Source: an optimization exercise on an open RTL-to-GDS flow (aim: small area and a short achievable clock period). Production flows keep margins and buffers that such runs may drop.
Only simulation tests tie the RTL to the original design; equivalence was not proved.
Power is estimated from default activity; no workload was simulated.

==> flow/design.v <==
package wdc_pkg;
  typedef logic [12-1:0] sample_t;
  typedef logic [48-1:0] ltc_t;
  typedef struct packed {
    sample_t thresh;
    logic    gt;
    logic    lt;
    logic    thresh_en;
    logic    link_en;
  } trig_conf_t;
  typedef struct packed {
    sample_t samp;
    logic    trig;
  } trig_word_t;
  typedef struct packed {
    logic chan;
    logic link;
    ltc_t ltc;
  } hdr_t;
  typedef struct packed {
    logic sop;
    logic eop;
    logic chan;
    logic link;
    ltc_t payload;
  } rd_word_t;
endpackage
`timescale 1ns/1ps
module wvb_fifo #(
  parameter int W  = 12,
  parameter int HW = 48 + 1
) (
  input  logic                    lclk,
  input  logic                    i_wr,
  input  logic [W-1:0]            i_din,
  input  logic                    i_hwe,
  input  logic [HW-1:0]           i_hdr,
  input  logic                    i_sel,
  input  logic [(4 + 12)-1:0] i_psel,
  output logic [W-1:0]            o_samp,
  output logic [HW-1:0]           o_hdr,
  output logic [3:0]              o_ph
);
  localparam int N = (4 + 12);
  logic [N*W-1:0] ring;
  logic [HW-1:0]  hdr;
  always_ff @(posedge lclk) begin
    ring <= {ring[(N-1)*W-1:0], i_wr ? i_din : ring[N*W-1 -: W]};
  end
  always_ff @(posedge lclk) begin
    if (i_hwe) begin
      hdr <= i_hdr;
    end
  end
  always_ff @(posedge lclk) begin
    if (i_hwe) begin
      o_ph <= 4'd1;
    end else begin
      o_ph <= o_ph + 1'b1;
    end
  end
  always_comb begin
    o_samp = '0;
    for (int j = 0; j < N; j++) begin
      o_samp = o_samp | ({W{i_psel[j]}} & ring[j*W +: W]);
    end
    o_samp = o_samp & {W{i_sel}};
  end
  assign o_hdr = hdr & {HW{i_sel}};
endmodule
`timescale 1ns/1ps
module thresh_trigger (
  input  logic                lclk,
  input  logic                lclk_rst,
  input  wdc_pkg::sample_t    i_samp,
  input  wdc_pkg::trig_conf_t i_conf,
  output wdc_pkg::trig_word_t o_word
);
  wdc_pkg::sample_t samp_q;
  logic trig_q;
  logic above;
  logic below;
  logic above_q;
  logic below_q;
  logic gt_cross;
  logic lt_cross;
  assign above = i_samp > i_conf.thresh;
  assign below = i_samp < i_conf.thresh;
  assign gt_cross = i_conf.gt && above && !above_q;
  assign lt_cross = i_conf.lt && below && !below_q;
  always_ff @(posedge lclk) begin
    samp_q <= i_samp;
  end
  always_ff @(posedge lclk) begin
    if (lclk_rst) begin
      trig_q  <= 1'b0;
      above_q <= 1'b1;
      below_q <= 1'b1;
    end else begin
      trig_q  <= i_conf.thresh_en && (gt_cross || lt_cross);
      above_q <= above;
      below_q <= below;
    end
  end
  assign o_word = {samp_q, trig_q};
endmodule
`timescale 1ns/1ps
module wvf_capture (
  input  logic                    lclk,
  input  logic                    lclk_rst,
  input  wdc_pkg::sample_t        i_samp,
  input  wdc_pkg::trig_conf_t     i_conf,
  input  logic                    i_other_trig,
  input  wdc_pkg::ltc_t           i_ltc,
  input  logic [3:0]              i_hdr_free,
  input  logic [3:0]              i_samp_free,
  input  logic [3:0]              i_sel,
  input  logic [(4 + 12)-1:0] i_psel,
  output logic                    o_trig,
  output logic                    o_hdr_empty,
  output logic [48:0]     o_hdr,
  output logic [3:0][3:0]         o_ph,
  output wdc_pkg::sample_t        o_samp,
  output logic                    o_overflow
);
  localparam int HW = 48 + 1;
  wdc_pkg::trig_word_t tw;
  wdc_pkg::sample_t d0, d1, d2, d3;
  logic busy;
  logic [3:0] cnt;
  logic [3:0] hdr_occ;
  logic [3:0] samp_occ;
  logic [3:0] ws;
  logic [3:0] hdr_occ_n;
  logic [3:0] samp_occ_n;
  logic hdr_any;
  logic busy_n;
  logic room_n;
  logic [3:0] ws_n;
  logic [3:0] wr_q;
  logic [3:0] hwe_q;
  logic start_req;
  logic room;
  logic start;
  logic [12-1:0] samp_s [4];
  logic [HW-1:0] hdr_s [4];
  thresh_trigger u_trig (
    .lclk     (lclk),
    .lclk_rst (lclk_rst),
    .i_samp   (i_samp),
    .i_conf   (i_conf),
    .o_word   (tw)
  );
  assign o_trig = tw.trig;
  always_ff @(posedge lclk) begin
    d0 <= tw.samp;
    d1 <= d0;
    d2 <= d1;
    d3 <= d2;
  end
  assign start_req = !busy && (tw.trig || (i_other_trig && i_conf.link_en));
  assign start = start_req && room;
  always_comb begin
    for (int s = 0; s < 4; s++) begin
      hdr_occ_n[s]  = (start && ws[s]) || (hdr_occ[s] && !i_hdr_free[s]);
      samp_occ_n[s] = (start && ws[s]) || (samp_occ[s] && !i_samp_free[s]);
    end
    busy_n = busy;
    ws_n   = ws;
    if (start) begin
      busy_n = 1'b1;
    end else if (busy && cnt == 4'd15) begin
      busy_n = 1'b0;
      ws_n   = {ws[2:0], ws[3]};
    end
    room_n = !(&hdr_occ_n) && !(&samp_occ_n);
  end
  always_ff @(posedge lclk) begin
    if (lclk_rst) begin
      busy       <= 1'b0;
      o_overflow <= 1'b0;
      hdr_occ    <= '0;
      samp_occ   <= '0;
      room       <= 1'b1;
      hdr_any    <= 1'b0;
      ws         <= 4'b0001;
      wr_q       <= 4'b0001;
      hwe_q      <= 4'b0001;
    end else begin
      busy  <= busy_n;
      ws    <= ws_n;
      wr_q  <= ws_n & {4{busy_n || room_n}};
      hwe_q <= ws_n & {4{!busy_n && room_n}};
      if (start_req && !room) begin
        o_overflow <= 1'b1;
      end
      hdr_occ  <= hdr_occ_n;
      samp_occ <= samp_occ_n;
      room     <= room_n;
      hdr_any  <= |hdr_occ_n;
    end
  end
  always_ff @(posedge lclk) begin
    if (start) begin
      cnt <= 4'd1;
    end else begin
      cnt <= cnt + 1'b1;
    end
  end
  for (genvar s = 0; s < 4; s++) begin : g_slot
    wvb_fifo u_slot (
      .lclk   (lclk),
      .i_wr   (wr_q[s]),
      .i_din  (d3),
      .i_hwe  (hwe_q[s]),
      .i_hdr  ({!tw.trig, i_ltc}),
      .i_sel  (i_sel[s]),
      .i_psel (i_psel),
      .o_samp (samp_s[s]),
      .o_hdr  (hdr_s[s]),
      .o_ph   (o_ph[s])
    );
  end
  assign o_samp = samp_s[0] | samp_s[1] | samp_s[2] | samp_s[3];
  assign o_hdr  = hdr_s[0] | hdr_s[1] | hdr_s[2] | hdr_s[3];
  assign o_hdr_empty = !hdr_any;
endmodule
`timescale 1ns/1ps
module wvb_readout (
  input  logic                    lclk,
  input  logic                    lclk_rst,
  input  logic                    i_rd_en,
  input  logic [1:0]              i_hdr_empty,
  input  logic [7:0][3:0]         i_ph,
  input  logic [48:0]     i_hdr,
  input  logic [1:0][12-1:0] i_samp,
  output logic [7:0]              o_hdr_free,
  output logic [7:0]              o_samp_free,
  output logic [7:0]              o_sel,
  output logic [(4 + 12)-1:0] o_psel,
  output logic                    o_rd_valid,
  output logic [48+3:0]   o_rd_word
);
  logic busy;
  logic [4:0] cnt;
  logic cur;
  logic last;
  logic pick;
  logic found;
  logic [3:0] rs [2];
  logic [3:0] ph;
  logic [3:0] ph_q;
  logic ev_link;
  logic [1:0][12-1:0] samp_q;
  always_comb begin
    found = 1'b1;
    if (!i_hdr_empty[!last]) begin
      pick = !last;
    end else begin
      pick  = last;
      found = !i_hdr_empty[last];
    end
  end
  always_comb begin
    ph = '0;
    for (int s = 0; s < 4; s++) begin
      ph = ph | (i_ph[pick*4 + s] & {4{rs[pick][s]}});
    end
  end
  assign o_sel = cur ? {rs[1], 4'b0} : {4'b0, rs[0]};
  assign o_hdr_free  = o_sel & {8{busy && cnt == 5'd0}};
  assign o_samp_free = o_sel & {8{busy && cnt == 5'd16}};
  always_ff @(posedge lclk) begin
    if (lclk_rst) begin
      busy       <= 1'b0;
      cur        <= 1'b0;
      last       <= 1'b1;
      rs[0]      <= 4'b0001;
      rs[1]      <= 4'b0001;
      o_rd_valid <= 1'b0;
    end else begin
      o_rd_valid <= busy;
      if (!busy) begin
        if (i_rd_en && found) begin
          busy     <= 1'b1;
          cur      <= pick;
          last     <= pick;
        end
      end else if (cnt == 5'd16) begin
        busy    <= 1'b0;
        rs[cur] <= {rs[cur][2:0], rs[cur][3]};
      end
    end
  end
  always_ff @(posedge lclk) begin
    if (!busy) begin
      cnt  <= '0;
      ph_q <= ph;
    end else begin
      cnt <= cnt + 1'b1;
    end
  end
  always_ff @(posedge lclk) begin
    o_psel <= (4 + 12)'(1) << (busy ? ph_q : ph);
  end
  always_ff @(posedge lclk) begin
    samp_q <= i_samp;
    o_rd_word[48+3] <= (cnt == '0);
    o_rd_word[48+2] <= (cnt == 5'd16);
    o_rd_word[48+1] <= cur;
    if (cnt == '0) begin
      ev_link <= i_hdr[48];
      o_rd_word[48:0] <= i_hdr;
    end else begin
      o_rd_word[48:0] <= {ev_link, {(48 - 12){1'b0}}, samp_q[0] | samp_q[1]};
    end
  end
endmodule
`timescale 1ns/1ps
module wdc_acq_top (
  input  logic                                  lclk,
  input  logic                                  lclk_rst,
  input  logic [2*12-1:0]  i_adc_samp,
  input  logic [2*16-1:0]             i_trig_conf,
  input  logic                                  i_rd_en,
  input  logic                                  i_ltc_set,
  input  logic [48-1:0]                 i_ltc_val,
  output logic                                  o_rd_valid,
  output logic [48+3:0]                 o_rd_word,
  output logic [2-1:0]                o_overflow
);
  localparam int HW = 48 + 1;
  wdc_pkg::ltc_t ltc;
  logic [1:0] trig;
  logic [1:0] hdr_empty;
  logic [7:0] hdr_free;
  logic [7:0] samp_free;
  logic [7:0] sel;
  logic [(4 + 12)-1:0] psel;
  logic [HW-1:0] hdr_c [2];
  logic [7:0][3:0] ph;
  wdc_pkg::sample_t samp_c [2];
  logic lo_max;
  logic mid_max;
  logic [15:0] inc_lo;
  logic [15:0] inc_mid;
  logic [15:0] inc_hi;
  wdc_pkg::ltc_t pre [5];
  always_comb begin
    pre[0] = ltc;
    for (int l = 0; l < 4; l++) begin
      for (int i = 0; i < 48; i++) begin
        if ((i >> l) & 1) begin
          pre[l+1][i] = pre[l][i] & pre[l][((i >> l) << l) - 1];
        end else begin
          pre[l+1][i] = pre[l][i];
        end
      end
    end
    inc_lo  = ltc[15:0]  ^ {pre[4][14:0], 1'b1};
    inc_mid = ltc[31:16] ^ {pre[4][30:16], 1'b1};
    inc_hi  = ltc[47:32] ^ {pre[4][46:32], 1'b1};
  end
  always_ff @(posedge lclk) begin
    if (lclk_rst) begin
      ltc     <= '0;
      lo_max  <= 1'b0;
      mid_max <= 1'b0;
    end else if (i_ltc_set) begin
      ltc     <= i_ltc_val;
      lo_max  <= &i_ltc_val[15:0];
      mid_max <= &i_ltc_val[31:16];
    end else begin
      ltc[15:0] <= inc_lo;
      lo_max    <= (ltc[15:0] == 16'hfffe);
      if (lo_max) begin
        ltc[31:16] <= inc_mid;
        mid_max    <= (ltc[31:16] == 16'hfffe);
      end
      if (lo_max && mid_max) begin
        ltc[47:32] <= inc_hi;
      end
    end
  end
  for (genvar c = 0; c < 2; c++) begin : g_chan
    wvf_capture u_capture (
      .lclk         (lclk),
      .lclk_rst     (lclk_rst),
      .i_samp       (i_adc_samp[c*12 +: 12]),
      .i_conf       (i_trig_conf[c*16 +: 16]),
      .i_other_trig (trig[1-c]),
      .i_ltc        (ltc),
      .i_hdr_free   (hdr_free[c*4 +: 4]),
      .i_samp_free  (samp_free[c*4 +: 4]),
      .i_sel        (sel[c*4 +: 4]),
      .i_psel       (psel),
      .o_trig       (trig[c]),
      .o_hdr_empty  (hdr_empty[c]),
      .o_hdr        (hdr_c[c]),
      .o_ph         (ph[c*4 +: 4]),
      .o_samp       (samp_c[c]),
      .o_overflow   (o_overflow[c])
    );
  end
  wvb_readout u_readout (
    .lclk        (lclk),
    .lclk_rst    (lclk_rst),
    .i_rd_en     (i_rd_en),
    .i_hdr_empty (hdr_empty),
    .i_ph        (ph),
    .i_hdr       (hdr_c[0] | hdr_c[1]),
    .i_samp      ({samp_c[1], samp_c[0]}),
    .o_hdr_free  (hdr_free),
    .o_samp_free (samp_free),
    .o_sel       (sel),
    .o_psel      (psel),
    .o_rd_valid  (o_rd_valid),
    .o_rd_word   (o_rd_word)
  );
endmodule
==> flow/config.mk <==
export PLATFORM = sky130hd
export DESIGN_NAME = wdc_acq_top
export DESIGN_NICKNAME = wdc_acq_top
export VERILOG_FILES = /design/flow/design.v
export SDC_FILE = /design/flow/constraint.sdc
export NUM_CORES = 4
export LEC_CHECK = 0
export CAP_MARGIN = 20
export CORE_MARGIN = 2
export CORE_UTILIZATION = 70
export CTS_BUF_LIST = sky130_fd_sc_hd__clkbuf_16
export CTS_CLUSTER_DIAMETER = 100
export CTS_CLUSTER_SIZE = 25
export SETUP_SLACK_MARGIN = 2.0
export SLEW_MARGIN = 20
==> flow/constraint.sdc <==
create_clock -name core_clock -period 4.0 [get_ports {lclk}]
set_input_delay 0.8000 -clock core_clock [delete_from_list [all_inputs] [get_ports {lclk}]]
set_output_delay 0.8000 -clock core_clock [all_outputs]
set_load 0.01 [all_outputs]
run.sh (not shown) runs the stock make flow with config.mk's settings and CLKGATE_MAP_FILE= SYNTH_SCRIPT=/design/flow/synth_recipe.tcl, a recipe that flattens the netlist after the stock synthesis.
Rerun with:
--- a/flow/design.v
+++ b/flow/design.v
@@ -53,13 +53,13 @@
     end
   end
   always_ff @(posedge lclk) begin
     if (i_hwe) begin
       o_ph <= 4'd1;
     end else begin
-      o_ph <= o_ph + 1'b1;
+      o_ph <= {o_ph[2:0], o_ph[3] ^ o_ph[2] ^ (o_ph[2:0] == 3'd0)};
     end
   end
   always_comb begin
     o_samp = '0;
     for (int j = 0; j < N; j++) begin
       o_samp = o_samp | ({W{i_psel[j]}} & ring[j*W +: W]);
@@ -298,13 +298,30 @@
       ph_q <= ph;
     end else begin
       cnt <= cnt + 1'b1;
     end
   end
   always_ff @(posedge lclk) begin
-    o_psel <= (4 + 12)'(1) << (busy ? ph_q : ph);
+    case (busy ? ph_q : ph)
+      4'd0:    o_psel <= 16'h0001;
+      4'd1:    o_psel <= 16'h0002;
+      4'd2:    o_psel <= 16'h0004;
+      4'd4:    o_psel <= 16'h0008;
+      4'd9:    o_psel <= 16'h0010;
+      4'd3:    o_psel <= 16'h0020;
+      4'd6:    o_psel <= 16'h0040;
+      4'd13:   o_psel <= 16'h0080;
+      4'd10:   o_psel <= 16'h0100;
+      4'd5:    o_psel <= 16'h0200;
+      4'd11:   o_psel <= 16'h0400;
+      4'd7:    o_psel <= 16'h0800;
+      4'd15:   o_psel <= 16'h1000;
+      4'd14:   o_psel <= 16'h2000;
+      4'd12:   o_psel <= 16'h4000;
+      default: o_psel <= 16'h8000;
+    endcase
   end
   always_ff @(posedge lclk) begin
     samp_q <= i_samp;
     o_rd_word[48+3] <= (cnt == '0);
     o_rd_word[48+2] <= (cnt == 5'd16);
     o_rd_word[48+1] <= cur;
=> The new run produced a clean layout; final cell count hardly moves; global-route usage rises by 0.16 points; via count rises by about 0.33%; routed wire length falls by about 0.3%; utilization falls by 0.21 points; synthesized area is about the same; critical path depth rises by 5; design area barely changes; combinational power falls by 6.8%.

[static timing again, ports no longer ideal]
Ports are ideal in the flow. The routed layouts listed here were re-timed in OpenROAD.
Step 1 sets driving cells, clkbuf_16 on the clock port and buf_2 on the other inputs (assumed; they add their load-dependent delay and slew).
Step 2 adds t to the input delays and takes it off the output delays; t is the mean of the earliest and latest rising clock arrival at the registers after step 1. Input paths then give back, and output paths get back, about the clock's delay inside the block.
Three values: ideal ports, drivers, drivers and shift; two values: the first two.
run | t (ns) | slack for setup (ns) | worst data-port slew with drivers (ns)
the first run | 0.782 | 1.980 / 1.905 / 1.300 | 0.11
the second run | 0.774 | 1.945 / 1.912 / 1.317 | 0.06
After both steps every run listed still meets setup and hold. For the first run, which loses most, drivers alone change the setup slack by -0.075 ns; drivers and shift together by -0.680 ns.
